Source: an optimization exercise on an open RTL-to-GDS flow (aim: small area). Production flows keep margins and buffers that such runs may drop. In this exercise RTL edits were held to simulation tests only and were not proved equivalent to the original. Power and IR drop assume default switching activity.

[flow/config.mk]
export PLATFORM = sky130hd
export DESIGN_NAME = rgb_led_fade_blink_driver_core
export DESIGN_NICKNAME = rgb_led_fade_blink_driver_core
export VERILOG_FILES = /design/flow/design.v
export SDC_FILE = /design/flow/constraint.sdc
export NUM_CORES = 4
export LEC_CHECK = 0
export ABC_AREA = 1
export CAP_MARGIN = 20
export CORE_MARGIN = 2
export CORE_UTILIZATION = 40
export CTS_BUF_LIST = sky130_fd_sc_hd__clkbuf_2 sky130_fd_sc_hd__clkbuf_4 sky130_fd_sc_hd__clkbuf_8
export CTS_CLUSTER_SIZE = 30
export SLEW_MARGIN = 20
[flow/flow/run.sh]
#!/bin/bash
# Layout with the standard ORFS flow (standard.sh) and these changes:
#  - synthesis: synth_recipe.tcl unchanged, but ABC maps with an area script
#    (flow/area.script; see flow/my_synth.tcl)
#  - ports are buffered with sky130_fd_sc_hd__buf_1 instead of the default cell
#  - CTS inserts no dummy balancing loads
# Each tool's output goes to standard.log; ORFS's own per-step logs are under orfs/logs.
set -e
here=$(pwd)
export FLOW_SYNTH_TCL=$here/synth_recipe.tcl
export MY_ABC_SCRIPT=$here/flow/area.script
bash standard.sh \
  "SYNTH_SCRIPT=$here/flow/my_synth.tcl" \
  'BUFFER_PORTS_ARGS=-buffer_cell sky130_fd_sc_hd__buf_1' \
  'CTS_ARGS=-sink_clustering_enable -repair_clock_nets -dont_use_dummy_load -sink_clustering_size 30 -buf_list {sky130_fd_sc_hd__clkbuf_2 sky130_fd_sc_hd__clkbuf_4 sky130_fd_sc_hd__clkbuf_8}' \
  finish > standard.log 2>&1
[flow/constraint.sdc]
create_clock -name core_clock -period 10.0 [get_ports {clk}]
set_input_delay 2.0000 -clock core_clock [delete_from_list [all_inputs] [get_ports {clk}]]
set_output_delay 2.0000 -clock core_clock [all_outputs]
set_load 0.01 [all_outputs]
[flow/standard.sh]
#!/bin/bash
# synth_recipe.tcl (not shown) runs the flow's synth.tcl, then flattens the netlist and writes it again
# the make line also repeats each setting of config.mk as NAME=value (left out here)
make -C /OpenROAD-flow-scripts/flow DESIGN_CONFIG=/design/flow/config.mk WORK_HOME=/design/flow/orfs CLKGATE_MAP_FILE= SYNTH_SCRIPT=/design/flow/synth_recipe.tcl "${@:-finish}"
[flow/flow/area.script]
strash
dch -f
amap
mfs2
strash
dch -f
amap
topo
stime -c
[flow/design.v]
package rlfb_pkg;
  localparam int NUM_CH = 3;
  localparam int CH_W   = 8;
  localparam logic [6:0]  PCT_MAX     = 7'd100;
  localparam logic [12:0] RECIP_100   = 13'd5243;
  localparam int          RECIP_SHIFT = 19;
  localparam logic [2:0] CMD_TICK      = 3'd0;
  localparam logic [2:0] CMD_SET       = 3'd1;
  localparam logic [2:0] CMD_INTENSITY = 3'd2;
  localparam logic [2:0] CMD_BLINK     = 3'd3;
  localparam logic [2:0] CMD_FADE_IN   = 3'd4;
  localparam logic [2:0] CMD_FADE_OUT  = 3'd5;
  localparam logic [2:0] CMD_OFF       = 3'd6;
  localparam logic [2:0] CMD_NOP       = 3'd7;
  localparam logic [2:0] SEQ_IDLE      = 3'd0;
  localparam logic [2:0] SEQ_BLINK_ON  = 3'd1;
  localparam logic [2:0] SEQ_BLINK_OFF = 3'd2;
  localparam logic [2:0] SEQ_FADE_IN   = 3'd3;
  localparam logic [2:0] SEQ_FADE_OUT  = 3'd4;
  localparam logic [2:0] ST_IDLE = 3'd0;
  localparam logic [2:0] ST_FDIV = 3'd1;
  localparam logic [2:0] ST_LVL  = 3'd2;
  localparam logic [2:0] ST_MUL  = 3'd3;
  localparam logic [2:0] ST_DONE = 3'd4;
endpackage
module rgb_led_fade_blink_driver_core #(
  parameter int TICK_BITS = 16,
  parameter int STEP_BITS = 8
) (
  input  logic        clk,
  input  logic        rst_n,
  input  logic        cfg_we,
  input  logic        cfg_wdata,
  input  logic        in_tvalid,
  output logic        in_tready,
  input  logic [71:0] in_tdata,
  input  logic [2:0]  in_tuser,
  output logic        out_tvalid,
  input  logic        out_tready,
  output logic [23:0] out_tdata,
  output logic [1:0]  out_tuser
);
  localparam logic [3:0] S_IDLE = 4'd0;
  localparam logic [3:0] S_CLR  = 4'd1;    
  localparam logic [3:0] S_FLIP = 4'd2;    
  localparam logic [3:0] S_DZ   = 4'd3;    
  localparam logic [3:0] S_DC   = 4'd4;    
  localparam logic [3:0] S_DEC  = 4'd5;    
  localparam logic [3:0] S_FDIV = 4'd6;    
  localparam logic [3:0] S_LMUL = 4'd7;    
  localparam logic [3:0] S_LDIV = 4'd8;    
  localparam logic [3:0] S_CMUL = 4'd9;    
  localparam logic [3:0] S_CDIV = 4'd10;   
  localparam logic [3:0] S_FD2  = 4'd11;
  localparam logic [3:0] S_FD3  = 4'd12;
  localparam logic [3:0] S_BL2  = 4'd13;
  localparam logic [3:0] S_BL3  = 4'd14;
  localparam logic [3:0] S_FIN  = 4'd15;
  localparam logic [2:0] M_IDLE = 3'b000;
  localparam logic [2:0] M_BON  = 3'b100;
  localparam logic [2:0] M_BOFF = 3'b101;
  logic [3:0]  st, st_n;
  logic [2:0]  cnt;
  logic [1:0]  ch, ch_n;
  logic [2:0]  mode, mode_n;
  logic        ovalid;
  logic        inv, pol;
  logic        rej;
  logic        bw;
  logic [23:0] drive;
  logic [23:0] base;
  logic [15:0] cd, cd_n;
  logic [15:0] wt;
  logic [7:0]  idx;
  logic [7:0]  tot;
  logic [2:0]  cmd;
  logic [23:0] in_rgb;
  logic [6:0]  in_pct;
  logic [7:0]  p_c;
  logic [15:0] on_t;
  logic [15:0] dur_t;
  logic [7:0]  steps_c;
  logic        busy;
  logic        fade;
  logic        cd_hi0, cd_is0, cd_is1;
  logic        last;
  logic        multi;
  logic        grp_end;
  logic [4:0]  pos;
  logic        in_bit;
  logic        s_idle, s_clr, s_flip, s_dz, s_dc, s_dec, s_fdiv, s_lmul, s_ldiv;
  logic        s_cmul, s_cdiv, s_fd2, s_fd3, s_bl2, s_bl3, s_fin;
  logic        disp, d_tick, d_nop, d_rej, d_step, d_bon_end, d_boff_end, d_dec;
  logic        d_set, d_div, d_dz;
  logic        drv_sh, drv_x;
  logic        base_sh;
  logic [7:0]  r, z;
  logic [7:0]  a_op;
  logic [7:0]  rx;
  logic [7:0]  ag;
  logic [8:0]  ac;
  logic [8:0]  s;
  logic [7:0]  d_op;
  logic        zin;
  logic [8:0]  t;
  logic [8:0]  nd;
  logic [9:0]  sc;
  logic [8:0]  tdiff;
  logic        ge;
  logic [7:0]  rdiv;
  logic [15:0] sh_val;
  logic [15:0] div_val;
  logic [15:0] eld_val;
  logic        sel_on, sel_wt, sel_sh, sel_div, sel_eld, clr_r;
  assign cmd     = in_tuser;
  assign in_rgb  = in_tdata[23:0];
  assign in_pct  = in_tdata[30:24];
  assign on_t    = in_tdata[46:31];
  assign dur_t   = in_tdata[62:47];
  assign steps_c = {in_tdata[70:64], in_tdata[63] | (in_tdata[70:64] == 7'd0)};
  assign p_c     = (in_pct > 7'd100) ? 8'd100 : {1'b0, in_pct};
  assign busy    = mode[2];
  assign fade    = ~cmd[1];
  assign cd_hi0  = (cd[15:1] == 15'd0);
  assign cd_is0  = cd_hi0 & ~cd[0];
  assign cd_is1  = cd_hi0 & cd[0];
  assign last    = (cnt == 3'd7);
  assign pos     = {ch, cnt};
  assign in_bit  = in_rgb[5'd23 - pos];
  assign s_idle = (st == S_IDLE);
  assign s_clr  = (st == S_CLR);
  assign s_flip = (st == S_FLIP);
  assign s_dz   = (st == S_DZ);
  assign s_dc   = (st == S_DC);
  assign s_dec  = (st == S_DEC);
  assign s_fdiv = (st == S_FDIV);
  assign s_lmul = (st == S_LMUL);
  assign s_ldiv = (st == S_LDIV);
  assign s_cmul = (st == S_CMUL);
  assign s_cdiv = (st == S_CDIV);
  assign s_fd2  = (st == S_FD2);
  assign s_fd3  = (st == S_FD3);
  assign s_bl2  = (st == S_BL2);
  assign s_bl3  = (st == S_BL3);
  assign s_fin  = (st == S_FIN);
  assign multi  = (st != S_IDLE) && (st <= S_CDIV);
  assign disp       = s_idle && (pol == inv) && in_tvalid && !ovalid;
  assign d_tick     = disp && (cmd == rlfb_pkg::CMD_TICK);
  assign d_nop      = disp && (cmd == rlfb_pkg::CMD_NOP);
  assign d_rej      = disp && busy && (cmd != rlfb_pkg::CMD_TICK) && (cmd != rlfb_pkg::CMD_NOP);
  assign d_dec      = d_tick && busy && !cd_is1;
  assign d_step     = d_tick && cd_is1 && mode[1];
  assign d_bon_end  = d_tick && cd_is1 && busy && !mode[1] && !mode[0];
  assign d_boff_end = d_tick && cd_is1 && busy && !mode[1] && mode[0];
  assign d_set      = disp && !busy && (cmd == rlfb_pkg::CMD_SET);
  assign d_div      = disp && !busy && (cmd == rlfb_pkg::CMD_BLINK || cmd[2:1] == 2'b10);
  assign d_dz       = disp && !busy && (cmd == rlfb_pkg::CMD_INTENSITY ||
                                        cmd == rlfb_pkg::CMD_OFF);
  assign r       = cd[15:8];
  assign z       = cd[7:0];
  assign a_op    = (s_lmul || s_idle) ? idx : base[23:16];
  assign rx      = r | {8{s_idle && mode[0]}};
  assign ag      = (z[0] && (s_lmul || s_cmul || s_idle)) ? a_op : 8'd0;
  assign ac[0]   = s_idle && !mode[0];
  for (genvar i = 0; i < 8; i++) begin : g_add
    assign s[i]    = rx[i] ^ ag[i] ^ ac[i];
    assign ac[i+1] = (rx[i] & ag[i]) | (rx[i] & ac[i]) | (ag[i] & ac[i]);
  end
  assign s[8]    = ac[8];
  assign d_op    = (s_fdiv || s_ldiv) ? tot : (cmd[1] ? 8'd100 : 8'd255);
  assign zin     = s_fdiv ? dur_t[4'd15 - pos[3:0]] : z[7];
  assign t       = {r, zin};
  assign nd      = {1'b1, ~d_op};
  assign sc[0]   = 1'b1;
  for (genvar i = 0; i < 9; i++) begin : g_sub
    assign tdiff[i] = t[i] ^ nd[i] ^ sc[i];
    assign sc[i+1]  = (t[i] & nd[i]) | (t[i] & sc[i]) | (nd[i] & sc[i]);
  end
  assign ge      = sc[9];
  assign rdiv    = ge ? tdiff[7:0] : t[7:0];
  assign sh_val  = {s_dec ? (cd[0] ^ bw) : s[8], s[7:0], cd[7:1]};
  assign div_val = {rdiv & {8{!clr_r}}, z[6:0], ge};
  assign eld_val = {8'd0, fade ? 8'hff : p_c};
  always_comb begin
    if (s_dec || s_fdiv) grp_end = last && ch[0];
    else                 grp_end = last && (ch == 2'd2) &&
                                   (s_clr || s_flip || s_dz || s_dc || s_cdiv);
  end
  assign sel_on  = s_fd2 && !cmd[2];
  assign sel_wt  = d_bon_end || (s_bl2 && cd_is0) || (s_fd2 && cmd[2]) || (s_cdiv && grp_end);
  assign sel_sh  = s_dec || s_lmul || s_cmul;
  assign sel_div = s_fdiv || s_ldiv || (s_cdiv && !(last));
  assign sel_eld = d_div || d_step || (s_dz && grp_end && cmd == rlfb_pkg::CMD_INTENSITY) || (s_cdiv && last && !grp_end);
  assign clr_r   = s_ldiv && last;
  always_comb begin
    cd_n = ({16{sel_on}}  & on_t)    |
           ({16{sel_wt}}  & wt)      |
           ({16{sel_sh}}  & sh_val)  |
           ({16{sel_div}} & div_val) |
           ({16{sel_eld}} & eld_val);
  end
  always_comb begin
    case (st)
      S_FLIP:  drv_x = ~drive[23];
      S_DC:    drv_x = in_bit ^ pol;
      S_CDIV:  drv_x = ge ^ pol;
      default: drv_x = pol;
    endcase
  end
  assign drv_sh  = s_clr || s_flip || s_dz || s_dc || s_cdiv;
  assign base_sh = s_dz || s_dc || s_cdiv;
  always_comb begin
    st_n = st;
    case (st)
      S_IDLE: begin
        if (pol != inv)   st_n = S_FLIP;
        else if (d_dec)   st_n = S_DEC;
        else if (d_step)  st_n = S_LMUL;
        else if (d_bon_end) st_n = S_BL3;
        else if (d_set)   st_n = S_DC;
        else if (d_div)   st_n = S_FDIV;
        else if (d_dz)    st_n = S_DZ;
        else if (disp)    st_n = S_FIN;
      end
      S_CLR, S_FLIP: if (grp_end) st_n = S_IDLE;
      S_DZ: if (grp_end) st_n = (cmd == rlfb_pkg::CMD_INTENSITY) ? S_CMUL : S_FIN;
      S_DC, S_DEC: if (grp_end) st_n = S_FIN;
      S_FDIV: if (grp_end) st_n = S_FD2;
      S_FD2:  st_n = cmd[2] ? S_FD3 : S_BL2;
      S_FD3:  st_n = (cmd[0] ^ cd_is0) ? S_DC : S_DZ;
      S_BL2:  st_n = cd_is0 ? S_BL3 : S_DC;
      S_BL3:  st_n = S_DZ;
      S_LMUL: if (last) st_n = S_LDIV;
      S_LDIV: if (last) st_n = S_CMUL;
      S_CMUL: if (last) st_n = S_CDIV;
      S_CDIV: if (last) st_n = grp_end ? S_FIN : (fade ? S_LMUL : S_CMUL);
      default: st_n = S_IDLE;
    endcase
  end
  always_comb begin
    ch_n = ch;
    if (s_idle || s_fd2 || s_fd3 || s_bl2 || s_bl3 || s_fin || grp_end) ch_n = 2'd0;
    else if (last && (s_clr || s_flip || s_dz || s_dc || s_dec || s_fdiv || s_cdiv))
      ch_n = ch + 2'd1;
  end
  always_comb begin
    mode_n = mode;
    if (d_boff_end) mode_n = M_IDLE;
    if (s_bl2 && !cd_is0) mode_n = M_BON;
    if (s_bl3) mode_n = cd_is0 ? M_IDLE : M_BOFF;
    if (s_fd3 && !cd_is0) mode_n = {2'b11, cmd[0]};
    if (s_cmul && cnt == 3'd0 && mode[1] && (mode[0] ? (z == 8'h00) : (z == 8'hff)))
      mode_n = M_IDLE;
  end
  assign in_tready = s_fin;
  always_ff @(posedge clk) begin
    if (!rst_n) begin
      st     <= S_CLR;
      cnt    <= 3'd0;
      ch     <= 2'd0;
      mode   <= M_IDLE;
      ovalid <= 1'b0;
      inv    <= 1'b0;
      pol    <= 1'b0;
    end else begin
      st     <= st_n;
      cnt    <= multi ? cnt + 3'd1 : 3'd0;
      ch     <= ch_n;
      mode   <= mode_n;
      if (s_flip && grp_end) pol <= ~pol;
      if (s_fin) ovalid <= 1'b1;
      else if (out_tready) ovalid <= 1'b0;
      if (cfg_we) inv <= cfg_wdata;
    end
  end
  always_ff @(posedge clk) begin
    if (disp) rej <= d_rej;
    if (s_idle) bw <= 1'b1;
    else if (s_dec) bw <= bw & ~cd[0];
    if (sel_on || sel_wt || sel_sh || sel_div || sel_eld) cd <= cd_n;
    if (s_fdiv) wt <= {wt[14:0], ge};
    if (d_step) idx <= s[7:0];
    else if (s_fd3 && !cd_is0) idx <= cmd[0] ? tot : 8'd0;
    if (d_div) tot <= cmd[2] ? steps_c : 8'd1;
    if (drv_sh) drive <= {drive[22:0], drv_x};
    if (base_sh) base <= {base[22:0], s_cdiv ? base[23] : in_bit};
  end
  assign out_tvalid = ovalid;
  assign out_tdata  = drive;
  assign out_tuser  = {rej, busy};
endmodule
[flow/flow/my_synth.tcl]
# The standard synthesis (synth_recipe.tcl, sourced unchanged) with one
# change: ABC maps the logic with the area-oriented script named in
# MY_ABC_SCRIPT instead of ORFS's abc_area.script. Registers are mapped by
# dfflibmap before ABC runs, so they are the same as in the standard synthesis.
proc abc {args} {
  set i [lsearch $args -script]
  if {$i >= 0} {
    lset args [expr {$i + 1}] $::env(MY_ABC_SCRIPT)
  }
  yosys abc {*}$args
}
source $::env(FLOW_SYNTH_TCL)
==> metrics.cfg, run 1 <==
[synthesis]
synth.net_count=590
syn_inst=488
ys_ff_latch=113
synth_edf_count=97
syn_area_sq_mm=0.00555
synth_area_per_cell_sq_um=11.4
synth_ff_type=edfxtp_1
synth.area.top_cells=edfxtp_1, dfxtp_1, fa_1, o22ai_1, clkinv_1
ys_types=38
synth-async-reset-ratio=0
synth.top_cell.area_share=0.524
ys_warn_count=1
netlist.top_cell.by_area=edfxtp_1
yosysSeqAreaShare=0.582

[critical_path]
max_stage_delay_ns=0.57
path_buf_inv=3
critPathSlowestCell=a21oi_1
path_common_cell=fa_1
critPathCaptureType=flop
worst_ep_arrival_time_ns=7.22
path_cells=clkinv_1 > nor2_1 > clkinv_1 > nor2_1 > nor2_1 > a21oi_1 > o221ai_1 > fa_1 > fa_1 > fa_1 > fa_1 > fa_1 > fa_1 > fa_1 > clkinv_1 > fa_1 > nand2_1 > o21ai_0
cp_max_fo=10
startpoint_type=flop
crit_type=flop to flop
crit_family=adder cells
worstPathRequired_ns=10.18

[floorplan]
row_count=43
die_width_microns=122
die_h_microns=122
initial_core_util=0.405
die-area_sq_mm=0.0148
pin_count=109
coreArea_sq_mm=0.0137

[pwr]
power_density_mw_per_mm2=267
max-vdd-ir-drop_v=0.000108
sequentialPowerShare=0.472
comb_power_share=0.350
p_sw_uw=657
clkPwrFrac=0.178
power_leakage_nw=2.00
p_int_mw=1.06
sw_frac_of_total=0.382

[grt]
grt_overflow=0
grt_pass1_vias=4509
grt_usage=0.210
antenna_found_initial=0
grt_pass1_wl_microns=23400
grt_max_degree=26

[clock_network]
cts_setup_buffers=0
cts_root_buffer=clkbuf_8
cts.sinks=113
numCtsBuffers=17
cts_tree=done
htreeDepth=4
cts_resized=0
ctsLongestPathBuffers=2
clk_latency_ns=0.44
clk_pin_slew_ns=0.07
cts_hold_buf=0

[routing]
vias=4656
dr.pass1.iters=6
postRouteAntennaNets=0
drt_wl_total_microns=15300
drt-vias-per-instance=5.86
routedWlPerCell_microns=19.2
drc=0
dr.first_iter.drc_count=454

[final_layout]
layout.nets=719
fillers=1346
layout.cells.non_filler=795
area_growth_pct=16.2
num_antenna_cells=0
layout-drive-gt1-share=0.0390

[timing]
fin_skew_ns=0.0255
setup_tns_ns=0
layout_min_cycle_time_ns=7.04
drv_slew=0
tightest_slew_ns=1.00
finalCritPeriodShare=0.704
hold_viol=0
slew_headroom=0.332
fmax_ghz=0.142
rsz0062_at_grt=no
finalSetupViolations=0

[run_status]
status=timing/DRC/antenna clean

[flow_run]
drv_cap=0

[place]
place.gp.congestion=0.948
portBuffers=107
dp.cells=778
post-dp-hpwl_microns=11300

[min_path]
hp-class=flop to flop

## per-layer routing
| metal | track usage | routed length (microns) | share of wire |
|---|---|---|---|
| met1 | 0.276 | 6640 | 0.44 |
| met2 | 0.336 | 7400 | 0.48 |
| met3 | 0.0417 | 915 | 0.060 |
| met4 | 0.0999 | 300 | 0.020 |
| met5 | 0 | 0 | 0 |
## stage by stage
step           utilization  setup slack [ns]  instance area, sq um  power, mW  hold WS, ns
6_report             0.470              2.96                  6450       1.72        0.407
5_1_grt              0.470              2.67                  6450       1.83        0.423
4_1_cts              0.470              3.06                  6450       1.72        0.409
3_5_place_dp         0.453              3.11                  6210       1.41        0.406
3_3_place_gp         0.453              3.18                  6210       1.40        0.404
2_1_floorplan            -              3.70                  5550       1.19        0.400
## cell type report
class | instances | area, sq um | share of cell area
Multi-Input combinational cell | 313 | 2100 | 0.325
Sequential cell | 113 | 3230 | 0.501
Tap cell | 180 | 225 | 0.0349
Timing Repair Buffer | 112 | 439 | 0.0680
Inverter | 60 | 225 | 0.0349
Clock buffer | 17 | 234 | 0.0362
## cells in the mapped netlist, types with 6 or more instances
library cell and n:
a21oi_1 23, a221oi_1 17, a222oi_1 7, clkinv_1 60
dfxtp_1 16, edfxtp_1 97, fa_1 15, ha_1 6
nand2_1 29, nand3_1 6, nor2_1 57, nor2b_1 11
nor3_1 17, nor4_1 10, o21ai_0 21, o221ai_1 16
o22ai_1 38
## worst paths after layout
path / startpoint / end / slack, ns / cells after the start
worst max-delay path: st[0] / idx[7] / 2.96 / 18
worst min-delay path: base[3] / base[4] / 0.41 / 0
worst max register to register: st[0] / idx[7] / 2.96 / 18
worst min register to register: base[3] / base[4] / 0.41 / 0
## logic make-up (layout without fill, tap and decap cells)
logic type / count (synthesis) / after routing / synth area share
buffers and inverters: 62 / 189 / 0.0433
adder cells (fa/ha/maj): 21 / 21 / 0.0676
AO/OA/AOI/OAI: 152 / 152 / 0.193
flip-flops: 113 / 113 / 0.582
AND/OR/NAND/NOR: 140 / 140 / 0.114
## layout by cell type, fill, tap and decap left out, drive strengths merged, types with 2 or more instances in the layout
cell type  count
clkinv        60
a221oi        17
nor2          57
or3            2
nand4          2
a221o          5
o221ai        16
dfxtp         16
ha             6
a22oi          2
or2            5
a222oi         7
fa            15
o211ai         4
nand2         29
nor2b         11
o21a           3
nor4          10
a21oi         23
o311ai         2
a41oi          2
nand3          6
nor3          17
a2111oi        2
buf          112
o22ai         38
a31oi          2
o21ai         21
clkbuf        17
edfxtp        97
## worst reg2reg max path: stages (launching register included)
cell and delay [ns]:
dfxtp_1 0.49, clkinv_1 0.34, nor2_1 0.44, clkinv_1 0.28
nor2_1 0.22, nor2_1 0.20, a21oi_1 0.57, o221ai_1 0.29
fa_1 0.49, fa_1 0.48, fa_1 0.48, fa_1 0.46
fa_1 0.48, fa_1 0.47, fa_1 0.43, clkinv_1 0.07
fa_1 0.45, nand2_1 0.08, o21ai_0 0.08
## state kept, by name, indices dropped and copies added, names as in the netlist, 3 cells and up
register	count
wt	16
cd	16
base	24
drive	24
tot	8
cnt	3
st	4
idx	8
mode	3
## power by group through the flow
stage	clock network [mW]	registers [mW]	logic, mW
after floorplan	0	0.815	0.371
after global placement	0	0.817	0.582
after detailed placement	0	0.819	0.592
after CTS	0.315	0.813	0.595
after global routing	0.332	0.828	0.669
final	0.306	0.813	0.602
==> run 2, diff against run 1 <==
--- a/flow/design.v
+++ b/flow/design.v
@@ -111,7 +111,9 @@
   logic [15:0] sh_val;
   logic [15:0] div_val;
   logic [15:0] eld_val;
-  logic        sel_on, sel_wt, sel_sh, sel_div, sel_eld, clr_r;
+  logic        idx_init;
+  assign idx_init = s_fd3 && !cd_is0;
+  logic        sel_on, sel_wt, sel_sh, sel_div, sel_eld, clr_r, cd_hold;
   assign cmd     = in_tuser;
   assign in_rgb  = in_tdata[23:0];
   assign in_pct  = in_tdata[30:24];
@@ -197,8 +199,10 @@
            ({16{sel_wt}}  & wt)      |
            ({16{sel_sh}}  & sh_val)  |
            ({16{sel_div}} & div_val) |
-           ({16{sel_eld}} & eld_val);
-  end
+           ({16{sel_eld}} & eld_val) |
+           ({16{cd_hold}} & cd);
+  end
+  assign cd_hold = !(sel_on || sel_wt || sel_sh || sel_div || sel_eld);
   always_comb begin
     case (st)
       S_FLIP:  drv_x = ~drive[23];
@@ -277,10 +281,10 @@
     if (disp) rej <= d_rej;
     if (s_idle) bw <= 1'b1;
     else if (s_dec) bw <= bw & ~cd[0];
-    if (sel_on || sel_wt || sel_sh || sel_div || sel_eld) cd <= cd_n;
+    cd <= cd_n;
     if (s_fdiv) wt <= {wt[14:0], ge};
-    if (d_step) idx <= s[7:0];
-    else if (s_fd3 && !cd_is0) idx <= cmd[0] ? tot : 8'd0;
+    idx <= ({8{d_step}} & s[7:0]) | ({8{idx_init && cmd[0]}} & tot) |
+           ({8{!(d_step || idx_init)}} & idx);
     if (d_div) tot <= cmd[2] ? steps_c : 8'd1;
     if (drv_sh) drive <= {drive[22:0], drv_x};
     if (base_sh) base <= {base[22:0], s_cdiv ? base[23] : in_bit};
--- a/flow/flow/run.sh
+++ b/flow/flow/run.sh
@@ -12,5 +12,5 @@
 bash standard.sh \
   "SYNTH_SCRIPT=$here/flow/my_synth.tcl" \
   'BUFFER_PORTS_ARGS=-buffer_cell sky130_fd_sc_hd__buf_1' \
-  'CTS_ARGS=-sink_clustering_enable -repair_clock_nets -dont_use_dummy_load -sink_clustering_size 30 -buf_list {sky130_fd_sc_hd__clkbuf_2 sky130_fd_sc_hd__clkbuf_4 sky130_fd_sc_hd__clkbuf_8}' \
+  'CTS_ARGS=-sink_clustering_enable -repair_clock_nets -dont_use_dummy_load -sink_clustering_size 30 -root_buf sky130_fd_sc_hd__clkbuf_8 -buf_list {sky130_fd_sc_hd__clkbuf_4}' \
   finish > standard.log 2>&1
==> run 2 against run 1 <==
Flip-flop and latch count unchanged. Combinational power about the same. Cell area down 2.2%. Routed wire length down 4.8%. Non-clock buffer count unchanged. Final cell count up 3.3%. Synthesized cell count up 6.1%. Die area down 0.79%. Worst setup slack better by 0.063 ns.
==> metrics.cfg, run 2 <==
[timing]
hold_viol=0
fin_skew_ns=0.0445
tightest_slew_ns=0.963
fmax_ghz=0.143
slew_headroom=0.356
setup_tns_ns=0
finalCritPeriodShare=0.698
drv_slew=0
rsz0062_at_grt=no
finalSetupViolations=0
layout_min_cycle_time_ns=6.98

[final_layout]
num_antenna_cells=0
layout-drive-gt1-share=0.0388
layout_commonest_cell=buf_1
layout.nets=749
final_cell_mix=buf_1, edfxtp_1, clkinv_1
largestRegisters=base x24, drive x24
area_growth_pct=14.6

[synthesis]
ys_types=38
synth-async-reset-ratio=0
synth.most_common_cell=edfxtp_1
yosysSeqAreaShare=0.543
synth.top_cell.area_share=0.398
syn_inst=518
synth.net_count=620
synth-compound-area-share=0.219
ys_warn_count=1
synthTopCellsByCount=edfxtp_1, clkinv_1, nor2_1, dfxtp_1, o21ai_0
synth_fa_ha_area_frac=0.0681
yosys.area_share.xor_xnor=0
ys_ff_latch=113
synth_top_family_by_area=compound AO/OA/AOI/OAI gates
synth_edf_count=73
netlist.top_cell.by_area=edfxtp_1
muxShareOfSynthArea=0
synthSimpleGateAreaFrac=0.119
syn_area_sq_mm=0.00551
synth_ff_type=edfxtp_1
synth.area.top_cells=edfxtp_1, dfxtp_1, fa_1, clkinv_1, nor2_1
synth_area_per_cell_sq_um=10.6

[critical_path]
startpoint_type=primary input
cp_max_fo=11
ff2ff_setup_slack_ns=3.49
crit_type=primary input to flop
rr_endpoint=drive[0]
reg2reg_depth=25
worst_ep_arrival_time_ns=7.07
worstPathRequired_ns=10.09
r2r_start=st[0]
critPathCaptureType=flop

[clock_network]
htreeDepth=4
cts.sinks=113
cts_tree=done
cts_hold_buf=0
cts_resized=0
cts_setup_buffers=0
ctsLongestPathBuffers=2
clk_pin_slew_ns=0.11
clk_latency_ns=0.42
numCtsBuffers=17
cts_root_buffer=clkbuf_8

[grt]
grt_overflow=0
grt_usage=0.204
grt_max_degree=26
antenna_found_initial=0
grt_pass1_vias=4596
grt_pass1_wl_microns=23200

[routing]
postRouteAntennaNets=0
wl_met2_microns=6470
maxUsedRoutingLayer=met4
dr.pass1.iters=7
drt-vias-per-instance=5.76
drc=0
routedWlPerCell_microns=17.7
dr.first_iter.drc_count=503
drt_wl_total_microns=14500
vias=4730
wl_met3_microns=1110
met1_length_microns=6690

[min_path]
min_to=base[14]
hp-class=flop to flop
min_from=base[13]
holdPathStages=0

[pwr]
power.total_mw=1.63
clkPwrFrac=0.139
power_density_mw_per_mm2=258
comb_power_share=0.370
sequentialPowerShare=0.491
max-vdd-ir-drop_v=0.0000944
sw_frac_of_total=0.394
p_sw_uw=642
power_leakage_nw=2.02
p_int_uw=986

[place]
portBuffers=107
place.gp.congestion=0.893
post-dp-hpwl_microns=10900

[flow_run]
drv_cap=0

[floorplan]
row_count=42
coreArea_sq_mm=0.0133
die_width_microns=121
initial_core_util=0.413
die-area_sq_mm=0.0147
pin_count=109
die_h_microns=121

[run_status]
status=timing/DRC/antenna clean

==> run 2: cell count changes after synthesis, sizes merged, moves of 6 or more <==
| cell | before | now |
|---|---|---|
| a21oi | 23 | 30 |
| a222oi | 7 | 15 |
| clkinv | 60 | 70 |
| dfxtp | 16 | 40 |
| edfxtp | 97 | 73 |
| o21ai | 21 | 34 |
| o221a | 1 | 9 |
| o221ai | 16 | 10 |
| o22ai | 38 | 23 |
==> run 2: final cells by class <==
cell class                 instances  area (sq um)
timing repair buffer             112           439
fill                            1321          7040
tap                              176           220
clock buffer                      17           134
sequential                       113          2990
multi-input combinational        333          2260
inverter                          70           263
==> run 2: metal layers <==
metal | vias to the layer above | GRT usage
met2 | 212 | 0.308
met5 | - | 0
li1 | 2250 | -
met1 | 2248 | 0.281
met4 | 0 | 0.0747
met3 | 20 | 0.0550
==> run 2: cells by family (layout without fill, tap and decap cells) <==
| group | Yosys count | after routing |
|---|---|---|
| AO/OA/AOI/OAI | 170 | 170 |
| AND/OR/NAND/NOR | 142 | 142 |
| flip-flops | 113 | 113 |
| adder cells (fa/ha/maj) | 21 | 21 |
| buffers and inverters | 72 | 199 |
==> run 2: critical path: stages <==
cell	delay, ns
buf_1	0.07
nor2_1	0.04
o32ai_1	0.31
o221a_1	0.22
o21ai_0	0.15
o21a_1	0.18
ha_1	0.20
clkinv_1	0.06
fa_1	0.16
clkinv_1	0.08
fa_1	0.40
clkinv_1	0.07
fa_1	0.19
fa_1	0.18
clkinv_1	0.08
fa_1	0.42
fa_1	0.43
fa_1	0.40
nand2_1	0.27
clkinv_1	0.39
o21ai_0	0.44
nor2_1	0.07
a21oi_1	0.12
o221ai_1	0.12
==> run 2: power groups by stage <==
stage | registers, mW | logic (mW) | clock network (mW)
after floorplan | 0.803 | 0.379 | 0
after global placement | 0.802 | 0.582 | 0
after detailed placement | 0.807 | 0.596 | 0
after CTS | 0.799 | 0.599 | 0.236
after global routing | 0.819 | 0.670 | 0.253
final | 0.799 | 0.603 | 0.226
==> run 2: stage by stage <==
step                      worst slack (ns)   util  hold WS, ns  instances  area, sq um
after floorplan                       3.52      -        0.400        518         5510
after global placement                2.72  0.462        0.403        804         6160
after detailed placement              2.65  0.463        0.407        804         6180
after CTS                             3.05  0.473        0.403        821         6310
after global routing                  2.66  0.473        0.399        821         6310
final                                 3.02  0.473        0.401        821         6310
==> run 2: how the worst max path moves through the flow <==
| stage | start | end | slack (ns) | cells after the start |
|---|---|---|---|---|
| floorplan | in_tdata[59] | drive[0] | 3.52 | 23 |
| global placement | in_tdata[55] | drive[0] | 2.72 | 24 |
| detailed placement | in_tdata[55] | drive[0] | 2.65 | 24 |
| CTS | in_tdata[55] | drive[0] | 3.05 | 24 |
| global route | in_tdata[51] | drive[0] | 2.66 | 25 |
| finish | in_tdata[55] | drive[0] | 3.02 | 24 |
==> run 3, diff against run 2 <==
--- a/flow/config.mk
+++ b/flow/config.mk
@@ -8,7 +8,6 @@
 export ABC_AREA = 1
 export CAP_MARGIN = 20
 export CORE_MARGIN = 2
-export CORE_UTILIZATION = 40
-export CTS_BUF_LIST = sky130_fd_sc_hd__clkbuf_2 sky130_fd_sc_hd__clkbuf_4 sky130_fd_sc_hd__clkbuf_8
-export CTS_CLUSTER_SIZE = 30
+export CORE_UTILIZATION = 65
+export PLACE_DENSITY = 0.8
 export SLEW_MARGIN = 20
==> run 3 against run 2 <==
Still clean on timing, DRC and antenna. Synthesized area unchanged. Via count rose by 4.1%. Core utilization grew 28 points. Synthesized cell count unchanged. Cell area decreased by 1.6%. Non-clock buffer count fell by 1. Die area shrank 37%. Critical path type unchanged. Largest power group unchanged. Highest routed layer unchanged.
==> metrics.cfg, run 3 <==
[place]
post-place-ws_ns=2.72
portBuffers=107
post-dp-hpwl_microns=10800
dp.cells=732
place_area_sq_mm=0.00607
place.gp.congestion=0.926

[final_layout]
layout.nets=748
final_cell_mix=buf_1, edfxtp_1, clkinv_1
largestRegisters=base x24, drive x24
finalInstanceArea_sq_mm=0.00621
area_growth_pct=12.7
layout_commonest_cell=buf_1
num_antenna_cells=0
fin_util=0.756
layout.cells.non_filler=749
layout-drive-gt1-share=0.0357

[grt]
grt_pass1_wl_microns=22300
grt_pass1_vias=4598
grt_overflow=0
grt_max_degree=26
grt_usage=0.323
antenna_found_initial=0

[min_path]
hp-class=flop to flop
min_from=base[5]
holdPathStages=0
min_to=base[6]

[synthesis]
ys_warn_count=1
synthTopCellsByCount=edfxtp_1, clkinv_1, nor2_1, dfxtp_1, o21ai_0
synth.top_cell.area_share=0.398
syn_area_sq_mm=0.00551
synth.most_common_cell=edfxtp_1
ys_types=38
synth_edf_count=73
syn_inst=518
synth_ff_type=edfxtp_1
synth_area_per_cell_sq_um=10.6
synth-async-reset-ratio=0
netlist.top_cell.by_area=edfxtp_1
synth.area.top_cells=edfxtp_1, dfxtp_1, fa_1, clkinv_1, nor2_1
synth.net_count=620
ys_ff_latch=113
yosysSeqAreaShare=0.543

[timing]
finalCritPeriodShare=0.689
drv_slew=0
setup_slack_ns=3.11
tightest_slew_ns=1.15
slew_headroom=0.228
hold_viol=0
fmax_ghz=0.145
setup_tns_ns=0
finalSetupViolations=0
fin_skew_ns=0.0420
layout_min_cycle_time_ns=6.89
rsz0062_at_grt=no

[critical_path]
crit_type=primary input to flop
critPathCaptureType=flop
startpoint_type=primary input
cp_max_fo=11
r2r_start=st[0]
worst_ep_arrival_time_ns=7.03
ff2ff_setup_slack_ns=3.37
rr_endpoint=idx[7]
reg2reg_depth=17
worstPathRequired_ns=10.13

[pwr]
clkPwrFrac=0.138
power_density_mw_per_mm2=264
power_leakage_nw=2.02
sw_frac_of_total=0.398
max-vdd-ir-drop_v=0.000154
p_sw_uw=652
p_int_uw=985
sequentialPowerShare=0.492
comb_power_share=0.370

[clock_network]
clk_pin_slew_ns=0.11
cts.sinks=113
cts_root_buffer=clkbuf_8
htreeDepth=4
cts_hold_buf=0
cts_resized=0
clk_latency_ns=0.41
numCtsBuffers=17
cts_setup_buffers=0
ctsLongestPathBuffers=2
cts_tree=done

[floorplan]
die-area_sq_mm=0.00923
pin_count=109
row_count=33
die_h_microns=96.1
coreArea_sq_mm=0.00822
die_width_microns=96.1
initial_core_util=0.670

[routing]
vias=4923
routedWlPerCell_microns=19.4
dr.pass1.iters=10
drc=0
postRouteAntennaNets=0
drt_wl_total_microns=14500
drt-vias-per-instance=6.57
dr.first_iter.drc_count=558

[flow_run]
drv_cap=0

[run_status]
status=timing/DRC/antenna clean

run 3: changes by cell type in the layout (fill, tap and decap cells not counted), sizes merged:
cell	change
buf	-1
run 3: worst max-delay path, cell delays in order:
cell,delay [ns]
buf_1,0.08
nor2_1,0.04
o32ai_1,0.29
o221a_1,0.25
o21ai_0,0.16
o21a_1,0.18
ha_1,0.19
clkinv_1,0.06
fa_1,0.17
clkinv_1,0.08
fa_1,0.39
clkinv_1,0.07
fa_1,0.20
fa_1,0.18
clkinv_1,0.08
fa_1,0.41
fa_1,0.42
fa_1,0.39
nand2_1,0.25
clkinv_1,0.40
o21ai_0,0.42
nor2_1,0.08
a21oi_1,0.13
o221ai_1,0.12
run 3: layout make-up:
type / count / area [sq um]
clock buffers: 17 / 134
flip-flops and latches: 113 / 2990
well taps: 105 / 131
fillers: 574 / 2010
repair buffers: 111 / 432
multi-input cells: 333 / 2260
inverters: 70 / 263
run 3: per-stage QoR:
| stage | hold slack, ns | power, mW |
|---|---|---|
| 4_1_cts | 0.417 | 1.62 |
| 6_report | 0.418 | 1.64 |
| 3_3_place_gp | 0.406 | 1.37 |
| 5_1_grt | 0.427 | 1.73 |
| 2_1_floorplan | 0.400 | 1.18 |
| 3_5_place_dp | 0.406 | 1.40 |
run 3: per-layer routing:
metal  share of wire  vias to the layer above  track usage
met5               0                        -            0
met4           0.024                        0        0.125
met3           0.092                       41       0.0736
met2            0.47                      315        0.522
met1            0.41                     2316        0.426
li1                -                     2251            -
run 3: power by group through the flow:
| stage | combinational [mW] | clock [mW] | sequential [mW] |
|---|---|---|---|
| after floorplan | 0.379 | 0 | 0.803 |
| after detailed placement | 0.592 | 0 | 0.809 |
| after CTS | 0.594 | 0.228 | 0.803 |
| after global placement | 0.567 | 0 | 0.798 |
| final | 0.605 | 0.227 | 0.806 |
| after global routing | 0.666 | 0.245 | 0.821 |
run 3: worst max path at each step:
| stage | start | endpoint | slack, ns | cells past startpoint |
|---|---|---|---|---|
| floorplan | in_tdata[59] | drive[0] | 3.52 | 23 |
| global placement | in_tdata[55] | drive[0] | 2.77 | 24 |
| detailed placement | in_tdata[55] | drive[0] | 2.72 | 24 |
| CTS | in_tdata[55] | drive[0] | 3.15 | 24 |
| global route | in_tdata[55] | drive[0] | 2.88 | 24 |
| finish | in_tdata[55] | drive[0] | 3.11 | 24 |
run 3: logic make-up (layout without fill, tap and decap cells):
group,after synthesis,count (layout),share of synthesized area
AO/OA/AOI/OAI,170,170,0.219
adder cells (fa/ha/maj),21,21,0.0681
buffers and inverters,72,198,0.0504
flip-flops,113,113,0.543
AND/OR/NAND/NOR,142,142,0.119
==> run 4, diff against run 3 <==
--- a/flow/design.v
+++ b/flow/design.v
@@ -41,21 +41,21 @@
   output logic [1:0]  out_tuser
 );
   localparam logic [3:0] S_IDLE = 4'd0;
-  localparam logic [3:0] S_CLR  = 4'd1;    
-  localparam logic [3:0] S_FLIP = 4'd2;    
-  localparam logic [3:0] S_DZ   = 4'd3;    
-  localparam logic [3:0] S_DC   = 4'd4;    
-  localparam logic [3:0] S_DEC  = 4'd5;    
-  localparam logic [3:0] S_FDIV = 4'd6;    
-  localparam logic [3:0] S_LMUL = 4'd7;    
-  localparam logic [3:0] S_LDIV = 4'd8;    
-  localparam logic [3:0] S_CMUL = 4'd9;    
-  localparam logic [3:0] S_CDIV = 4'd10;   
-  localparam logic [3:0] S_FD2  = 4'd11;
-  localparam logic [3:0] S_FD3  = 4'd12;
-  localparam logic [3:0] S_BL2  = 4'd13;
-  localparam logic [3:0] S_BL3  = 4'd14;
-  localparam logic [3:0] S_FIN  = 4'd15;
+  localparam logic [3:0] S_CLR  = 4'd6;    
+  localparam logic [3:0] S_FLIP = 4'd7;    
+  localparam logic [3:0] S_DZ   = 4'd8;    
+  localparam logic [3:0] S_DC   = 4'd9;    
+  localparam logic [3:0] S_DEC  = 4'd10;    
+  localparam logic [3:0] S_FDIV = 4'd11;    
+  localparam logic [3:0] S_LMUL = 4'd12;    
+  localparam logic [3:0] S_LDIV = 4'd14;    
+  localparam logic [3:0] S_CMUL = 4'd13;    
+  localparam logic [3:0] S_CDIV = 4'd15;   
+  localparam logic [3:0] S_FD2  = 4'd2;
+  localparam logic [3:0] S_FD3  = 4'd3;
+  localparam logic [3:0] S_BL2  = 4'd4;
+  localparam logic [3:0] S_BL3  = 4'd5;
+  localparam logic [3:0] S_FIN  = 4'd1;
   localparam logic [2:0] M_IDLE = 3'b000;
   localparam logic [2:0] M_BON  = 3'b100;
   localparam logic [2:0] M_BOFF = 3'b101;
@@ -145,7 +145,7 @@
   assign s_bl2  = (st == S_BL2);
   assign s_bl3  = (st == S_BL3);
   assign s_fin  = (st == S_FIN);
-  assign multi  = (st != S_IDLE) && (st <= S_CDIV);
+  assign multi  = st[3] || s_clr || s_flip;
   assign disp       = s_idle && (pol == inv) && in_tvalid && !ovalid;
   assign d_tick     = disp && (cmd == rlfb_pkg::CMD_TICK);
   assign d_nop      = disp && (cmd == rlfb_pkg::CMD_NOP);
--- a/flow/config.mk
+++ b/flow/config.mk
@@ -6,8 +6,7 @@
 export NUM_CORES = 4
 export LEC_CHECK = 0
 export ABC_AREA = 1
-export CAP_MARGIN = 20
+export CAP_MARGIN = 0
 export CORE_MARGIN = 2
-export CORE_UTILIZATION = 65
-export PLACE_DENSITY = 0.8
-export SLEW_MARGIN = 20
+export CORE_UTILIZATION = 40
+export SLEW_MARGIN = 0
==> run 4 against run 3 <==
Total power grew 1.7%. Flip-flop and latch count is the same. Clock power is 2% higher. First-iteration DRC count is 30% lower. Sequential share of layout area is 0.30 points lower. Worst hold slack improved by 0.0067 ns. Still clean on timing, DRC and antenna. Worst setup slack lost 0.088 ns. Largest power group unchanged.
==> metrics.cfg, run 4 <==
[final_layout]
layout-drive-gt1-share=0.0397
largestRegisters=base x24, drive x24
finalInstanceArea_sq_mm=0.00625
fillers=1277
layout.nets=733
num_antenna_cells=0
layout.cells.non_filler=805
layout_commonest_cell=buf_1
final_cell_mix=buf_1, edfxtp_1, clkinv_1
area_growth_pct=14.6
fin_util=0.470

[clock_network]
clk_latency_ns=0.43
ctsLongestPathBuffers=2
cts_tree=done
cts_hold_buf=0
cts_root_buffer=clkbuf_8
cts.sinks=113
cts_setup_buffers=0
numCtsBuffers=17
cts_resized=0
htreeDepth=4
clk_pin_slew_ns=0.11

[critical_path]
ff2ff_setup_slack_ns=3.02
reg2reg_depth=19
r2r_start=st[0]
crit_end=cd[14]
worst_ep_arrival_time_ns=7.25
startpoint_type=flop
worstPathRequired_ns=10.26
crit_type=flop to flop
cp-startpoint=st[0]
rr_endpoint=cd[14]
cp_max_fo=13
critPathCaptureType=flop

[grt]
grt_usage=0.209
grt_pass1_vias=4438
grt_pass1_wl_microns=23200
antenna_found_initial=0
grt_max_degree=26
grt_overflow=0

[routing]
drt_wl_total_microns=14600
dr.pass1.iters=9
vias=4634
drt-vias-per-instance=5.76
routedWlPerCell_microns=18.2
postRouteAntennaNets=0
dr.first_iter.drc_count=391
drc=0

[synthesis]
ys_types=37
synth_ff_type=edfxtp_1
synth-async-reset-ratio=0
synth.most_common_cell=edfxtp_1
syn_area_sq_mm=0.00545
synth_edf_count=73
synth.area.top_cells=edfxtp_1, dfxtp_1, fa_1, clkinv_1, nor2_1
synthTopCellsByCount=edfxtp_1, clkinv_1, nor2_1, dfxtp_1, o21ai_0
netlist.top_cell.by_area=edfxtp_1
synth.net_count=602
ys_warn_count=1
ys_ff_latch=113
yosysSeqAreaShare=0.549
syn_inst=500
synth_area_per_cell_sq_um=10.9
synth.top_cell.area_share=0.402

[timing]
setup_slack_ns=3.02
hold_viol=0
slew_headroom=0.279
holdWs_ns=0.425
fmax_ghz=0.143
fin_skew_ns=0.0318
finalCritPeriodShare=0.698
tightest_slew_ns=1.07
setup_tns_ns=0
finalSetupViolations=0
drv_slew=0
layout_min_cycle_time_ns=6.98
rsz0062_at_grt=no

[floorplan]
die_width_microns=121
coreArea_sq_mm=0.0133
pin_count=109
row_count=42
die_h_microns=121
initial_core_util=0.410
die-area_sq_mm=0.0146

[place]
portBuffers=107
post-place-ws_ns=2.56
post-dp-hpwl_microns=11300
dp.cells=788
place.gp.congestion=0.911
place_area_sq_mm=0.00611

[pwr]
power_leakage_nw=2.00
power.total_mw=1.66
power_density_mw_per_mm2=267
max-vdd-ir-drop_v=0.000106

[min_path]
hp-class=flop to flop

[flow_run]
drv_cap=0

[run_status]
status=timing/DRC/antenna clean

## run 4: how the worst min path moves through the flow
stage             start  slack (ns)  cells after the start  endpoint
2_1_floorplan   base[9]        0.40                      0  base[10]
3_3_place_gp   base[15]        0.41                      0  base[16]
3_5_place_dp    base[4]        0.41                      0   base[5]
4_1_cts         base[9]        0.42                      0  base[10]
5_1_grt        base[12]        0.44                      0  base[13]
6_report        base[9]        0.42                      0  base[10]
## run 4: area by class of cell
class	instances	area (sq um)	share of cell area
flip-flops and latches	113	2990	0.479
multi-input cells	326	2220	0.356
repair buffers	114	454	0.0727
inverters	59	221	0.0354
well taps	176	220	0.0352
clock buffers	17	134	0.0214
## run 4: logic make-up after synthesis
| logic type | Yosys count | synth area share |
|---|---|---|
| flip-flops | 113 | 0.549 |
| buffers and inverters | 61 | 0.0434 |
| AO/OA/AOI/OAI | 164 | 0.219 |
| adder cells (fa/ha/maj) | 21 | 0.0689 |
| AND/OR/NAND/NOR | 141 | 0.119 |
## run 4: per-layer routing
layer,wire (microns),GRT usage,part of all wire,up-vias
met4,215,0.0661,0.015,0
met5,0,0,0,-
li1,-,-,-,2223
met1,6600,0.280,0.45,2182
met2,6630,0.319,0.45,208
met3,1200,0.0731,0.082,21
## run 4: worst max-delay path, stage by stage, from the launching register on
cell and delay [ns]:
dfxtp_1 0.42, nor2_1 0.21, clkinv_1 0.15, nor2_1 0.34, clkinv_1 0.40, o21ai_0 0.17, buf_4 0.20, clkinv_1 0.24
o221a_1 0.34, fa_1 0.47, fa_1 0.47, fa_1 0.47, fa_1 0.48, fa_1 0.47, fa_1 0.46, fa_1 0.46
fa_1 0.55, a221o_1 0.34, a21oi_1 0.11, o21ai_0 0.10
## run 4: where the power goes
group | switching [mW] | internal, mW | leakage [nW] | total, mW
clock network | 0.148 | 0.0830 | 0.0808 | 0.231
registers | 0.112 | 0.668 | 1.01 | 0.779
logic | 0.411 | 0.244 | 0.910 | 0.655
total | 0.671 | 0.994 | 2.00 | 1.66
==> run 5, diff against run 4 <==
--- a/flow/config.mk
+++ b/flow/config.mk
@@ -6,7 +6,8 @@
 export NUM_CORES = 4
 export LEC_CHECK = 0
 export ABC_AREA = 1
-export CAP_MARGIN = 0
+export CAP_MARGIN = 20
 export CORE_MARGIN = 2
 export CORE_UTILIZATION = 40
-export SLEW_MARGIN = 0
+export GPL_TIMING_DRIVEN = 0
+export SLEW_MARGIN = 20
==> run 5 against run 4 <==
Synthesized cell count unchanged. Still clean. Register-to-register slack got worse by 0.29 ns. Non-clock buffer count decreased by 1. Die area unchanged. Synthesized area unchanged. Clock skew increased by 0.0090 ns. Critical endpoint unchanged. Cell area increased by 0.74%. First-iteration DRC count decreased by 6.6%. Routed wire length decreased by 1.0%. Core utilization increased by 0.35 points.
==> metrics.cfg, run 5 <==
[clock_network]
htreeDepth=4
cts_tree=done
numCtsBuffers=17
clk_latency_ns=0.42
ctsLongestPathBuffers=2
clk_pin_slew_ns=0.10
cts_resized=0
cts.sinks=113
cts_setup_buffers=0
cts_hold_buf=0
cts_root_buffer=clkbuf_8

[critical_path]
ff2ff_setup_slack_ns=2.72
cp_max_fo=13
worst_ep_arrival_time_ns=7.55
worstPathRequired_ns=10.27
reg2reg_depth=18
rr_endpoint=cd[14]
crit_type=flop to flop
cp-startpoint=st[0]
r2r_start=st[0]
startpoint_type=flop
critPathCaptureType=flop

[grt]
grt_usage=0.210
grt_pass1_wl_microns=23500
grt_max_degree=26
grt_pass1_vias=4514
antenna_found_initial=0
grt_overflow=0

[flow_run]
drv_cap=0

[synthesis]
syn_area_sq_mm=0.00545
synth_area_per_cell_sq_um=10.9
syn_inst=500
ys_ff_latch=113
synth.most_common_cell=edfxtp_1
ys_types=37
synth_ff_type=edfxtp_1
yosysSeqAreaShare=0.549
synth.area.top_cells=edfxtp_1, dfxtp_1, fa_1, clkinv_1, nor2_1
netlist.top_cell.by_area=edfxtp_1
synth-async-reset-ratio=0
synth_edf_count=73
ys_warn_count=1
synth.top_cell.area_share=0.402
synth.net_count=602
synthTopCellsByCount=edfxtp_1, clkinv_1, nor2_1, dfxtp_1, o21ai_0

[min_path]
min_from=base[4]
hp-class=flop to flop
min_to=base[5]
holdPathStages=0

[routing]
drc=0
dr.first_iter.drc_count=365
drt-vias-per-instance=5.74
postRouteAntennaNets=0
routedWlPerCell_microns=18.0
drt_wl_total_microns=14500
dr.pass1.iters=5
vias=4616

[place]
post-dp-hpwl_microns=11200
portBuffers=107
dp.cells=787
place.gp.congestion=0.919

[pwr]
power_leakage_nw=2.01
power.total_mw=1.67
max-vdd-ir-drop_v=0.000128
power_density_mw_per_mm2=265

[timing]
finalSetupViolations=0
setup_tns_ns=0
hold_viol=0
fin_skew_ns=0.0408
rsz0062_at_grt=no
layout_min_cycle_time_ns=7.28
slew_headroom=0.361
tightest_slew_ns=0.948
drv_slew=0
finalCritPeriodShare=0.728
fmax_ghz=0.137

[floorplan]
row_count=42
initial_core_util=0.410
die_width_microns=121
coreArea_sq_mm=0.0133
die-area_sq_mm=0.0146
pin_count=109
die_h_microns=121

[final_layout]
area_growth_pct=15.5
num_antenna_cells=0
final_cell_mix=buf_1, edfxtp_1, clkinv_1
largestRegisters=base x24, drive x24
layout-drive-gt1-share=0.0446
fin_util=0.473
layout.cells.non_filler=804
layout_commonest_cell=buf_1
layout.nets=732

[run_status]
status=timing/DRC/antenna clean

==> run 5: cell types whose count changed in the layout (fill, tap and decap cells not counted), sizes merged <==
cell and delta:
buf -1
==> run 5: through the flow <==
step           hold WS (ns)  area, sq um  setup slack (ns)
2_1_floorplan         0.400         5450              3.60
3_3_place_gp          0.404         6070              2.24
3_5_place_dp          0.405         6160              2.58
4_1_cts               0.425         6290              2.58
5_1_grt               0.434         6290              2.27
6_report              0.419         6290              2.72
==> run 5: cell families after synthesis <==
group / Yosys count / share of synthesized area
compound gates: 164 / 0.219
fa+ha+maj: 21 / 0.0689
buf+inv: 61 / 0.0434
flops: 113 / 0.549
simple gates: 141 / 0.119
==> run 5: worst max path at each step <==
| stage | endpoint | slack (ns) | depth (start not counted) |
|---|---|---|---|
| finish | cd[14] | 2.72 | 18 |
| global route | cd[14] | 2.27 | 18 |
| CTS | cd[14] | 2.58 | 18 |
| detailed placement | drive[0] | 2.58 | 24 |
| global placement | drive[0] | 2.24 | 27 |
| floorplan | drive[0] | 3.60 | 23 |
==> run 5: layout make-up <==
class,instances,area (sq um)
inverters,59,221
plain buffers,2,15.0
fillers,1304,7000
well taps,176,220
repair buffers,111,464
multi-input cells,326,2250
flip-flops and latches,113,2990
clock buffers,17,134
==> run 5: power by group <==
part	internal [mW]	switching, mW
logic	0.251	0.414
clock network	0.0831	0.142
registers	0.668	0.111
==> run 5: metal layers <==
metal	vias to the layer above	GRT usage	part of all wire
met1	2202	0.292	0.47
met3	21	0.0646	0.063
li1	2217	-	-
met2	176	0.306	0.44
met4	0	0.0799	0.019
met5	-	0	0
==> run 5: worst max-delay path: stages, from the launching register on <==
cell and delay [ns]:
dfxtp_1 0.40, nor2_1 0.21, clkinv_1 0.15, nor2_1 0.32, clkinv_1 0.40, o21ai_1 0.52, clkinv_1 0.43, o221a_1 0.37
fa_1 0.47, fa_1 0.47, fa_1 0.46, fa_1 0.47, fa_1 0.47, fa_1 0.46, fa_1 0.47, fa_1 0.54
a221o_1 0.35, a21oi_1 0.12, o21ai_0 0.10
==> run 6, diff against run 5 <==
==> flow/flow/area.script (replaced) <==
strash
&get -n
&deepsyn -T 60
&put
dch -f
amap
mfs2
strash
dch -f
amap
topo
stime -c
--- a/flow/config.mk
+++ b/flow/config.mk
@@ -9,5 +9,6 @@
 export CAP_MARGIN = 20
 export CORE_MARGIN = 2
 export CORE_UTILIZATION = 40
-export GPL_TIMING_DRIVEN = 0
+export CTS_BUF_LIST = sky130_fd_sc_hd__clkbuf_2 sky130_fd_sc_hd__clkbuf_4 sky130_fd_sc_hd__clkbuf_8
+export CTS_CLUSTER_SIZE = 30
 export SLEW_MARGIN = 20
==> run 6 against run 5 <==
Final cell count increased by 2.5%. Count of clock-buffer cells in the layout unchanged. Fmax increased by 1.4%. Still clean. Worst hold slack got worse by 0.010 ns. Non-clock buffer count unchanged. Total power decreased by 3.6%. Critical endpoint is now cd[10]. Global-route usage about the same. Combinational power decreased by 9.8%. Worst setup slack improved by 0.10 ns.
==> metrics.cfg, run 6 <==
[synthesis]
synth.most_common_cell=clkinv_1
ys_warn_count=1
synth.area.top_cells=edfxtp_1, dfxtp_1, clkinv_1, fa_1, o21ai_0
synth_edf_count=73
synth.top_cell.area_share=0.405
netlist.top_cell.by_area=edfxtp_1
synthTopCellsByCount=clkinv_1, edfxtp_1, nor2_1, o21ai_0, dfxtp_1
yosysSeqAreaShare=0.553
ys_types=34
synth.net_count=622
synth_area_per_cell_sq_um=10.4
syn_area_sq_mm=0.00541
synth_ff_type=edfxtp_1
ys_ff_latch=113
synth-async-reset-ratio=0
syn_inst=520

[place]
place.gp.congestion=0.923
dp.cells=807
post-dp-hpwl_microns=11000
place_area_sq_mm=0.00607
portBuffers=107
post-place-ws_ns=2.87

[grt]
antenna_found_initial=0
grt_max_degree=26
grt_pass1_vias=4668
grt_overflow=0
grt_pass1_wl_microns=23400
grt_usage=0.209

[final_layout]
layout.cells.non_filler=824
largestRegisters=base x24, drive x24
layout_commonest_cell=buf_1
num_antenna_cells=0
fin_util=0.469
final_cell_mix=buf_1, clkinv_1, edfxtp_1
layout.nets=752
finalInstanceArea_sq_mm=0.00620
area_growth_pct=14.6
layout-drive-gt1-share=0.0370

[timing]
tightest_slew_ns=1.00
setup_slack_ns=2.82
drv_slew=0
finalCritPeriodShare=0.718
rsz0062_at_grt=no
slew_headroom=0.330
finalSetupViolations=0
hold_viol=0
fmax_ghz=0.139
setup_tns_ns=0
layout_min_cycle_time_ns=7.18
fin_skew_ns=0.0328

[floorplan]
die-area_sq_mm=0.0145
die_h_microns=120
coreArea_sq_mm=0.0132
pin_count=109
row_count=42
initial_core_util=0.409
die_width_microns=120

[critical_path]
worstPathRequired_ns=10.30
critPathCaptureType=flop
path_common_cell=clkinv_1
max_stage_delay_ns=0.62
crit_type=flop to flop
cp_max_fo=14
critPathSlowestCell=or3_1
worst_ep_arrival_time_ns=7.48
startpoint_type=flop

[pwr]
power_leakage_nw=2.01
max-vdd-ir-drop_v=0.0000864
p_sw_uw=637
sequentialPowerShare=0.486
clkPwrFrac=0.141
comb_power_share=0.373
power_density_mw_per_mm2=259
p_int_uw=972
sw_frac_of_total=0.396

[flow_run]
drv_cap=0

[routing]
routedWlPerCell_microns=17.5
drt_wl_total_microns=14400
vias=4618
drt-vias-per-instance=5.60
dr.pass1.iters=7
postRouteAntennaNets=0
drc=0
dr.first_iter.drc_count=310

[clock_network]
clk_pin_slew_ns=0.11
cts_resized=0
cts_hold_buf=0
clk_latency_ns=0.42
cts_setup_buffers=0
cts.sinks=113
htreeDepth=4
numCtsBuffers=17
ctsLongestPathBuffers=2
cts_tree=done
cts_root_buffer=clkbuf_8

[min_path]
hp-class=flop to flop

[run_status]
status=timing/DRC/antenna clean

run 6: cell count changes after synthesis, sizes merged, moves of 7 or more:
cell / change
a21oi: +10
o221a: -7
clkinv: +25
o22ai: -10
a22oi: +7
o21ai: +14
run 6: area by class of cell:
type / instances / area [sq um]
Tap cell: 176 / 220
Multi-Input combinational cell: 321 / 2100
Sequential cell: 113 / 2990
Clock buffer: 17 / 134
Timing Repair Buffer: 113 / 447
Inverter: 84 / 315
Fill cell: 1317 / 7040
run 6: through the flow:
stage               total power [mW]  hold slack (ns)
finish                          1.61            0.409
global route                    1.73            0.433
CTS                             1.62            0.417
detailed placement              1.39            0.405
global placement                1.37            0.403
floorplan                       1.17            0.400
run 6: power groups by stage:
stage / sequential (mW) / combinational (mW) / clock, mW
global route: 0.800 / 0.677 / 0.253
CTS: 0.782 / 0.598 / 0.237
floorplan: 0.790 / 0.381 / 0
finish: 0.782 / 0.600 / 0.227
global placement: 0.784 / 0.588 / 0
detailed placement: 0.790 / 0.597 / 0
run 6: cell families (layout without fill, tap and decap cells):
kind of cell	count (synthesis)	in the layout	share of synthesized area
compound gates	168	168	0.207
fa+ha+maj	21	21	0.0693
buf+inv	86	214	0.0610
flops	113	113	0.553
simple gates	132	132	0.110
run 6: layer usage:
metal	global-route usage	part of all wire
met1	0.282	0.46
met4	0.0814	0.018
met3	0.0552	0.066
met2	0.324	0.46
met5	0	0
run 6: critical path, delay by kind of cell (launching register included):
kind,cells,cell delay [ns]
compound gates,6,0.78
simple gates,8,1.98
buf+inv,9,1.53
flops,1,0.42
fa+ha+maj,8,2.35
run 6: final timing paths:
kind	endpoint	depth (start not counted)	slack (ns)	start
worst min-delay path	base[2]	0	0.41	base[1]
worst max-delay path	cd[10]	31	2.82	st[2]
worst max register to register	cd[10]	31	2.82	st[2]
worst min register to register	base[2]	0	0.41	base[1]
==> run 7, diff against run 6 <==
--- a/flow/design.v
+++ b/flow/design.v
@@ -102,10 +102,7 @@
   logic [8:0]  s;
   logic [7:0]  d_op;
   logic        zin;
-  logic [8:0]  t;
-  logic [8:0]  nd;
-  logic [9:0]  sc;
-  logic [8:0]  tdiff;
+  logic        dv;
   logic        ge;
   logic [7:0]  rdiv;
   logic [15:0] sh_val;
@@ -162,8 +159,10 @@
   assign z       = cd[7:0];
   assign a_op    = (s_lmul || s_idle) ? idx : base[23:16];
   assign rx      = r | {8{s_idle && mode[0]}};
-  assign ag      = (z[0] && (s_lmul || s_cmul || s_idle)) ? a_op : 8'd0;
-  assign ac[0]   = s_idle && !mode[0];
+  assign dv      = s_fdiv || s_ldiv || s_cdiv;
+  assign ag      = dv ? {1'b1, ~d_op[7:1]} :
+                   ((z[0] && (s_lmul || s_cmul || s_idle)) ? a_op : 8'd0);
+  assign ac[0]   = dv ? !(d_op[0] && !zin) : (s_idle && !mode[0]);
   for (genvar i = 0; i < 8; i++) begin : g_add
     assign s[i]    = rx[i] ^ ag[i] ^ ac[i];
     assign ac[i+1] = (rx[i] & ag[i]) | (rx[i] & ac[i]) | (ag[i] & ac[i]);
@@ -171,15 +170,8 @@
   assign s[8]    = ac[8];
   assign d_op    = (s_fdiv || s_ldiv) ? tot : (cmd[1] ? 8'd100 : 8'd255);
   assign zin     = s_fdiv ? dur_t[4'd15 - pos[3:0]] : z[7];
-  assign t       = {r, zin};
-  assign nd      = {1'b1, ~d_op};
-  assign sc[0]   = 1'b1;
-  for (genvar i = 0; i < 9; i++) begin : g_sub
-    assign tdiff[i] = t[i] ^ nd[i] ^ sc[i];
-    assign sc[i+1]  = (t[i] & nd[i]) | (t[i] & sc[i]) | (nd[i] & sc[i]);
-  end
-  assign ge      = sc[9];
-  assign rdiv    = ge ? tdiff[7:0] : t[7:0];
+  assign ge      = s[8];
+  assign rdiv    = ge ? {s[6:0], zin ^ d_op[0]} : {r[6:0], zin};
   assign sh_val  = {s_dec ? (cd[0] ^ bw) : s[8], s[7:0], cd[7:1]};
   assign div_val = {rdiv & {8{!clr_r}}, z[6:0], ge};
   assign eld_val = {8'd0, fade ? 8'hff : p_c};
==> flow/flow/area.script (replaced) <==
strash
dch -f
amap
mfs2
strash
dch -f
amap
topo
stime -c
==> run 7 against run 6 <==
Critical path depth is 10 lower. Global-route usage is 0.53 points lower. Total power is 5.5% higher. First-iteration DRC count is 56% higher. Fmax is 5.3% lower. Synthesized area is 1.5% lower. Sequential share of layout area is 0.59 points higher. Sequential power is 2% lower. Via count is 0.69% higher. Routed wire length is 2.1% lower. Largest cell class unchanged.
==> metrics.cfg, run 7 <==
[run_status]
status=timing/DRC/antenna clean

[critical_path]
cp-startpoint=in_tdata[47]
path_common_cell=fa_1
crit_type=primary input to flop
worst_ep_arrival_time_ns=7.82
path_cells=buf_1 > o22ai_1 > o22ai_1 > a22oi_1 > o21ai_0 > o22ai_1 > ha_1 > o22ai_1 > fa_1 > clkinv_1 > fa_1 > fa_1 > fa_1 > fa_1 > fa_1 > fa_1 > fa_1 > clkinv_1 > o22ai_1 > a222oi_1 > o221ai_1
crit_family=adder cells
cp_max_fo=11
critPathCaptureType=flop
startpoint_type=primary input
critPathSlowestCell=fa_1
path_buf_inv=3
max_stage_delay_ns=0.64
r2r_start=cnt[1]
worstPathRequired_ns=10.24

[synthesis]
synth.most_common_cell=edfxtp_1
netlist.top_cell.by_area=edfxtp_1
synth_edf_count=73
ys_ff_latch=113
synth.top_cell.area_share=0.411
synth.area.top_cells=edfxtp_1, dfxtp_1, nor2_1, clkinv_1, o22ai_1
synth-async-reset-ratio=0
syn_inst=520
synth_ff_type=edfxtp_1
ys_types=36
ys_warn_count=1
synth_area_per_cell_sq_um=10.3
yosysSeqAreaShare=0.561
synthTopCellsByCount=edfxtp_1, nor2_1, clkinv_1, o21ai_0, dfxtp_1
syn_area_sq_mm=0.00533
synth.net_count=615

[final_layout]
layout.cells.non_filler=825
num_antenna_cells=0
multi_input_area_sq_mm=0.00208
layout.nets=746
seq_area_sq_mm=0.00299
finalInstanceArea_sq_mm=0.00613
layout-drive-gt1-share=0.0385
largestRegisters=base x24, drive x24
layout_commonest_cell=buf_1
fillers=1289
area_growth_pct=14.9
final_cell_mix=buf_1, edfxtp_1, nor2_1
fin_util=0.467

[timing]
rsz0062_at_grt=no
setup_tns_ns=0
slew_headroom=0.322
tightest_slew_ns=1.01
hold_viol=0
finalSetupViolations=0
fin_skew_ns=0.0325
fmax_ghz=0.132
finalCritPeriodShare=0.758
layout_min_cycle_time_ns=7.58
drv_slew=0

[pwr]
max-vdd-ir-drop_v=0.0000962
power_density_mw_per_mm2=277
power_leakage_nw=1.91

[floorplan]
die_h_microns=119
die-area_sq_mm=0.0143
row_count=42
coreArea_sq_mm=0.0131
die_width_microns=119
pin_count=109
initial_core_util=0.406

[clock_network]
clk_pin_slew_ns=0.08
clk_latency_ns=0.41
numCtsBuffers=17
cts.sinks=113
cts_hold_buf=0
ctsLongestPathBuffers=2
cts_resized=0
cts_tree=done
htreeDepth=4
cts_root_buffer=clkbuf_8
cts_setup_buffers=0

[grt]
grt_usage=0.204
grt_max_degree=25
grt_pass1_wl_microns=22500
antenna_found_initial=0
grt_pass1_vias=4353
grt_overflow=0

[routing]
drt_wl_total_microns=14100
dr.pass1.iters=5
drc=0
postRouteAntennaNets=0
routedWlPerCell_microns=17.1
vias=4650
drt-vias-per-instance=5.64
dr.first_iter.drc_count=485

[place]
place_area_sq_mm=0.00600
portBuffers=107
dp.cells=808
post-dp-hpwl_microns=10700
place.gp.congestion=0.928

[min_path]
min_from=base[3]
hp-class=flop to flop

[flow_run]
drv_cap=0

[run 7: cell count changes after synthesis, moves of 6 or more]
cell / delta
o22ai_1: +21
clkinv_1: -18
nand2_1: +13
a22oi_1: -9
fa_1: -7
nor2_1: +7
o21ai_0: -6
o221a_1: +6
o221ai_1: +6
[run 7: kinds of logic after synthesis]
group           Yosys count  synth area share
fa+ha+maj                14            0.0441
buf+inv                  68            0.0493
compound gates          173             0.219
flops                   113             0.561
simple gates            152             0.126
[run 7: layout make-up]
cell class / count / share of cell area
Timing Repair Buffer: 114 / 0.0741
Inverter: 66 / 0.0404
Sequential cell: 113 / 0.488
Clock buffer: 17 / 0.0218
Tap cell: 176 / 0.0359
Multi-Input combinational cell: 339 / 0.339
[run 7: metal layers]
| layer | part of all wire | track usage |
|---|---|---|
| met4 | 0.020 | 0.0779 |
| met2 | 0.43 | 0.295 |
| met5 | 0 | 0 |
| met3 | 0.069 | 0.0565 |
| met1 | 0.48 | 0.291 |
[run 7: power by group]
group          switching (mW)  internal [mW]
Clock                   0.136         0.0831
Combinational           0.465          0.250
Sequential             0.0974          0.665
[run 7: through the flow]
stage | power [mW] | hold WS (ns) | setup WS (ns)
after floorplan | 1.24 | 0.400 | 2.58
after global placement | 1.47 | 0.409 | 2.00
after detailed placement | 1.48 | 0.406 | 1.99
after CTS | 1.71 | 0.435 | 2.40
after global routing | 1.83 | 0.439 | 2.08
final | 1.70 | 0.428 | 2.42
[run 7: worst paths after layout]
path | end | slack, ns | depth (start not counted)
setup reg to reg | cd[8] | 2.91 | 20
hold reg to reg | base[4] | 0.43 | 0
setup / recovery | cd[8] | 2.42 | 21
hold / removal | base[4] | 0.43 | 0
[run 7: worst register-to-register path: cells and delay by family, from the launching register on]
family / cells / cell delay [ns]
buffers and inverters: 3 / 0.83
adder cells (fa/ha/maj): 9 / 3.84
AO/OA/AOI/OAI: 8 / 1.59
flip-flops: 1 / 0.69

==> what the ideal ports hide <==
The results above use ideal ports. As a check the final layouts listed here were re-extracted and re-timed, cells and wires unchanged. Step 1, drivers: a clkbuf_16 drives clk and a buf_2 each remaining input, both assumed. Step 2, shift: input delay + t, output delay - t, t = (earliest + latest rising clock arrival at the registers) / 2. This alone moves slack from input paths to output paths. Three values: no drivers, after step 1, after step 2; two values: the first two.
run | t, ns | slack for setup (ns)
run 1 | 0.464 | 2.961 / 2.961 / 2.961
run 2 | 0.436 | 3.024 / 3.031 / 2.595
run 3 | 0.428 | 3.105 / 3.118 / 2.690
run 4 | 0.447 | 3.017 / 3.017 / 2.587
run 5 | 0.428 | 2.722 / 2.722 / 2.582
run 6 | 0.435 | 2.824 / 2.824 / 2.753
run 7 | 0.429 | 2.424 / 2.437 / 2.008
After both steps every run listed still meets setup and hold.
